What follows belongs to an exercise in optimizing a design on an open flow for small area; a production flow would make more cautious choices.
In this exercise RTL edits were held to simulation tests only and were not proved equivalent to the original.
Power figures rest on the tool's default switching activity, not on a simulated workload.

== zinc ==
Design sprite_compositor, start of the top module:
module sprite_compositor
#(
   parameter int          NUM_SPR = 8,
   parameter int          XW      = 10,
   parameter int          YW      = 9,
   parameter int          AW      = 14,
   parameter logic [11:0] KEY     = sprite_pkg::KEY_DEFAULT
) (
   input  logic                     clk,
   input  logic                     rst,
   input  logic                     frame_start,
   input  logic                     pix_req,
   input  logic [XW-1:0]            col_in,
   input  logic [YW-1:0]            row_in,
   input  logic [NUM_SPR-1:0]       spr_en,
   input  logic [NUM_SPR*XW-1:0]    spr_x,
   input  logic [NUM_SPR*YW-1:0]    spr_y,
   input  logic [NUM_SPR*XW-1:0]    spr_w,
   input  logic [NUM_SPR*YW-1:0]    spr_h,
   output logic [NUM_SPR*AW-1:0]    spr_addr,
   input  logic [NUM_SPR*12-1:0]    spr_data,
   input  logic [11:0]              bg_data,
   input  logic                     ovl_en,
   input  logic [11:0]              ovl_data,
   output logic [11:0]              pix_out,
   output logic                     pix_valid,
   output logic [$clog2(NUM_SPR):0] top_id,
   output logic [NUM_SPR-1:0]       coll_flags
);
For scale: ~480 flip-flops, about 590 I/O pins.
clock: 7.5 ns
lec_check: 0
abc_area: 1
cap_margin: 20
core_margin: 2
core_utilization: 50
gpl_timing_driven: 0
slew_margin: 20
standard.sh (not shown) runs the stock make flow with config.mk's settings and CLKGATE_MAP_FILE= SYNTH_SCRIPT=/design/flow/synth_recipe.tcl, a recipe that flattens the netlist after the stock synthesis.
==> flow/flow/run.sh <==
#!/bin/bash
# Own layout flow: the standard flow (standard.sh) with these changes.
#  - Synthesis reads a copy of the design in which the RTL's full and half
#    adder and gate modules (sprite_fa, sprite_ha, sprite_a222oi, sprite_a22oi,
#    sprite_maj3) are the library cells of the same function,
#    and the flow's own full-adder extraction is off (ADDER_MAP_FILE empty),
#    so the adder tree is built as the RTL lays it out. Everything else,
#    registers included, is the standard synthesis.
#  - Every port still gets a buffer, but a plain buf_1 instead of the delay
#    buffer that buffer_ports picks by default.
#  - Clock tree synthesis clusters up to 25 sinks within 100 um under each
#    clkbuf_16 and inserts no dummy loads.
# Each step's full output goes to a log file in the work folder.
set -euo pipefail
WORK=$(pwd)
python3 flow/mapcells.py design.v "$WORK/design_cells.v" > mapcells.log 2>&1
COMMON=("VERILOG_FILES=$WORK/design_cells.v" "ADDER_MAP_FILE=")
bash standard.sh "${COMMON[@]}" synth > synth.log 2>&1
CTS="-sink_clustering_enable -repair_clock_nets -dont_use_dummy_load -buf_list sky130_fd_sc_hd__clkbuf_16 -sink_clustering_size 25 -sink_clustering_max_diameter 100"
bash standard.sh "${COMMON[@]}" "BUFFER_PORTS_ARGS=-buffer_cell sky130_fd_sc_hd__buf_1" "CTS_ARGS=$CTS" finish > layout.log 2>&1
==> flow/flow/mapcells.py <==
# Writes a copy of the design in which the RTL's adder and gate modules
# (sprite_fa, sprite_ha, sprite_a222oi, sprite_a22oi, sprite_maj3) are the
# library cells of the same function.
import re, sys
src = open(sys.argv[1]).read()
fa = """module sprite_fa (a, b, ci, s, co);
   input a, b, ci;
   output s, co;
   sky130_fd_sc_hd__fa_1 u_cell (.A(a), .B(b), .CIN(ci), .SUM(s), .COUT(co));
endmodule
"""
ha = """module sprite_ha (a, b, s, co);
   input a, b;
   output s, co;
   sky130_fd_sc_hd__ha_1 u_cell (.A(a), .B(b), .SUM(s), .COUT(co));
endmodule
"""
aoi = {'sprite_a222oi': ('a222oi_1', ['a1','a2','b1','b2','c1','c2'], ['A1','A2','B1','B2','C1','C2']),
       'sprite_a22oi': ('a22oi_1', ['a1','a2','b1','b2'], ['A1','A2','B1','B2']),
       'sprite_maj3': ('maj3_1', ['a','b','c'], ['A','B','C'])}
for mod, (cell, pins, cpins) in aoi.items():
    o = 'x' if cell.startswith('maj') else 'y'
    body = f"module {mod} ({', '.join(pins)}, {o});\n   input {', '.join(pins)};\n   output {o};\n   sky130_fd_sc_hd__{cell} u_cell (" + ', '.join(f'.{c}({p})' for c, p in zip(cpins, pins)) + f", .{'X' if cell.startswith('maj') else 'Y'}({'x' if cell.startswith('maj') else 'y'}));\nendmodule\n"
    src = re.sub(r'\bmodule\s+' + mod + r'\b.*?\bendmodule\b', body, src, flags=re.S)
n1 = len(re.findall(r'\bmodule\s+sprite_fa\b', src)); n2 = len(re.findall(r'\bmodule\s+sprite_ha\b', src))
src = re.sub(r'\bmodule\s+sprite_fa\b.*?\bendmodule\b', fa, src, flags=re.S)
src = re.sub(r'\bmodule\s+sprite_ha\b.*?\bendmodule\b', ha, src, flags=re.S)
sys.stderr.write(f"replaced {n1} fa, {n2} ha modules\n")
open(sys.argv[2], 'w').write(src)
zinc has completed all stages; timing, DRC and antenna checks passed.
Changes in quartz relative to zinc:
diff --git a/flow/flow/run.sh b/flow/flow/run.sh
--- a/flow/flow/run.sh
+++ b/flow/flow/run.sh
@@ -10,2 +10,4 @@
 #    buffer that buffer_ports picks by default.
+#  - After global routing, non-critical gates are downsized again
+#    (RECOVER_POWER), which the standard flow leaves off.
 #  - Clock tree synthesis clusters up to 25 sinks within 100 um under each
@@ -19,2 +21,2 @@
 CTS="-sink_clustering_enable -repair_clock_nets -dont_use_dummy_load -buf_list sky130_fd_sc_hd__clkbuf_16 -sink_clustering_size 25 -sink_clustering_max_diameter 100"
-bash standard.sh "${COMMON[@]}" "BUFFER_PORTS_ARGS=-buffer_cell sky130_fd_sc_hd__buf_1" "CTS_ARGS=$CTS" finish > layout.log 2>&1
+bash standard.sh "${COMMON[@]}" "BUFFER_PORTS_ARGS=-buffer_cell sky130_fd_sc_hd__buf_1" "CTS_ARGS=$CTS" RECOVER_POWER=100 finish > layout.log 2>&1
diff --git a/flow/flow/mapcells.py b/flow/flow/mapcells.py
--- a/flow/flow/mapcells.py
+++ b/flow/flow/mapcells.py
@@ -1,3 +1,3 @@
 # Writes a copy of the design in which the RTL's adder and gate modules
-# (sprite_fa, sprite_ha, sprite_a222oi, sprite_a22oi, sprite_maj3) are the
+# (sprite_fa, sprite_ha and the sprite_<gate> modules listed below) are the
 # library cells of the same function.
@@ -19,3 +19,6 @@
        'sprite_a22oi': ('a22oi_1', ['a1','a2','b1','b2'], ['A1','A2','B1','B2']),
-       'sprite_maj3': ('maj3_1', ['a','b','c'], ['A','B','C'])}
+       'sprite_maj3': ('maj3_1', ['a','b','c'], ['A','B','C']),
+       'sprite_nor4': ('nor4_1', ['a','b','c','d'], ['A','B','C','D']),
+       'sprite_nand3': ('nand3_1', ['a','b','c'], ['A','B','C']),
+       'sprite_nand4bb': ('nand4bb_1', ['a_n','b_n','c','d'], ['A_N','B_N','C','D'])}
 for mod, (cell, pins, cpins) in aoi.items():
diff --git a/flow/config.mk b/flow/config.mk
--- a/flow/config.mk
+++ b/flow/config.mk
@@ -12,2 +12,3 @@
 export GPL_TIMING_DRIVEN = 0
+export SETUP_SLACK_MARGIN = 0.05
 export SLEW_MARGIN = 20
==> run notes <==
quartz completed end to end; final checks failed (capacitance limit, slew limit).
Comparing zinc with quartz, the wire length came out essentially unchanged.
Between quartz and zinc, the final cell count figures differ only marginally.
quartz against zinc: via count shows no meaningful change, combinational fraction of design power shows a reduction of 0.4 points.
Of quartz and zinc, it is quartz that has the higher largest fanout on the critical path.
Diff zinc -> quartz: area occupied by multi-input gates now larger, peak clock frequency supported by timing now larger, total congestion overflow after global routing comparable, share of the cycle needed by the critical path after routing now smaller.
Higher leakage component of the power among quartz and zinc: zinc
Total power of quartz is lower than that of zinc.
The inputs of lagoon differ from those of quartz as listed below.
diff --git a/flow/flow/run.sh b/flow/flow/run.sh
--- a/flow/flow/run.sh
+++ b/flow/flow/run.sh
@@ -10,4 +10,2 @@
 #    buffer that buffer_ports picks by default.
-#  - After global routing, non-critical gates are downsized again
-#    (RECOVER_POWER), which the standard flow leaves off.
 #  - Clock tree synthesis clusters up to 25 sinks within 100 um under each
@@ -21,2 +19,2 @@
 CTS="-sink_clustering_enable -repair_clock_nets -dont_use_dummy_load -buf_list sky130_fd_sc_hd__clkbuf_16 -sink_clustering_size 25 -sink_clustering_max_diameter 100"
-bash standard.sh "${COMMON[@]}" "BUFFER_PORTS_ARGS=-buffer_cell sky130_fd_sc_hd__buf_1" "CTS_ARGS=$CTS" RECOVER_POWER=100 finish > layout.log 2>&1
+bash standard.sh "${COMMON[@]}" "BUFFER_PORTS_ARGS=-buffer_cell sky130_fd_sc_hd__buf_1" "CTS_ARGS=$CTS" finish > layout.log 2>&1
diff --git a/flow/flow/mapcells.py b/flow/flow/mapcells.py
--- a/flow/flow/mapcells.py
+++ b/flow/flow/mapcells.py
@@ -1,3 +1,3 @@
 # Writes a copy of the design in which the RTL's adder and gate modules
-# (sprite_fa, sprite_ha and the sprite_<gate> modules listed below) are the
+# (sprite_fa, sprite_ha, sprite_a222oi, sprite_a22oi, sprite_maj3) are the
 # library cells of the same function.
@@ -19,6 +19,3 @@
        'sprite_a22oi': ('a22oi_1', ['a1','a2','b1','b2'], ['A1','A2','B1','B2']),
-       'sprite_maj3': ('maj3_1', ['a','b','c'], ['A','B','C']),
-       'sprite_nor4': ('nor4_1', ['a','b','c','d'], ['A','B','C','D']),
-       'sprite_nand3': ('nand3_1', ['a','b','c'], ['A','B','C']),
-       'sprite_nand4bb': ('nand4bb_1', ['a_n','b_n','c','d'], ['A_N','B_N','C','D'])}
+       'sprite_maj3': ('maj3_1', ['a','b','c'], ['A','B','C'])}
 for mod, (cell, pins, cpins) in aoi.items():
diff --git a/flow/config.mk b/flow/config.mk
--- a/flow/config.mk
+++ b/flow/config.mk
@@ -10,5 +10,4 @@
 export CORE_MARGIN = 2
-export CORE_UTILIZATION = 50
+export CORE_UTILIZATION = 40
 export GPL_TIMING_DRIVEN = 0
-export SETUP_SLACK_MARGIN = 0.05
 export SLEW_MARGIN = 20
## What came out
lagoon reached the final stage; the timing, design-rule and antenna checks on its layout passed.
Nothing crashed in quartz and all stages finished; the problem is that the final layout failed, the offending checks being capacitance limit, slew limit.
Delta (lagoon minus quartz): instance area at placement now sits higher; critical path buffer and inverter count has increased; wire length of the first global-routing pass grew by 5200 µm; total number of vias lost 0.94%.
Re met3 demand-to-capacity share in global routing: lagoon is 0.47 points down on quartz.
Comparing quartz and lagoon, global-route usage is lower on lagoon.
[compare] base=quartz new=lagoon: highest net fanout along the worst path +1; post-route minimum period -16 ps.

re-timing with driven ports:
No port has a modelled driver above. Below, the same layouts with a new extraction and two added sets of constraints.
Step 1 (the two cells are an assumption about what drives the block):
set clk [get_ports {clk}]
set_driving_cell -lib_cell sky130_fd_sc_hd__clkbuf_16 $clk
set_driving_cell -lib_cell sky130_fd_sc_hd__buf_2 [delete_from_list [all_inputs] $clk]
Step 2 moves the port delays by t, midway between the first and last clock arrival at a register: inputs arrive t later, outputs are due t later. That takes back most of the time a late clock gives input paths.
Slacks: ideal / step 1 / step 2; pairs: ideal / step 1.
run	t, ns	slack for setup (ns)	hold slack, ns	latest minus earliest clock arrival (ns)	worst data-port slew with drivers (ns)
zinc	0.651	0.131 / 0.131 / -0.471	0.386 / 0.386 / 0.386	0.049 / 0.050	0.14
quartz	0.653	0.183 / 0.223 / -0.431	0.383 / 0.383 / 0.383	0.049 / 0.049	0.15
lagoon	0.670	0.199 / 0.218 / -0.428	0.393 / 0.393 / 0.393	0.059 / 0.059	0.18
The setup slack of lagoon, which loses most, moves by +0.019 ns with the drivers and by -0.627 ns with both steps.
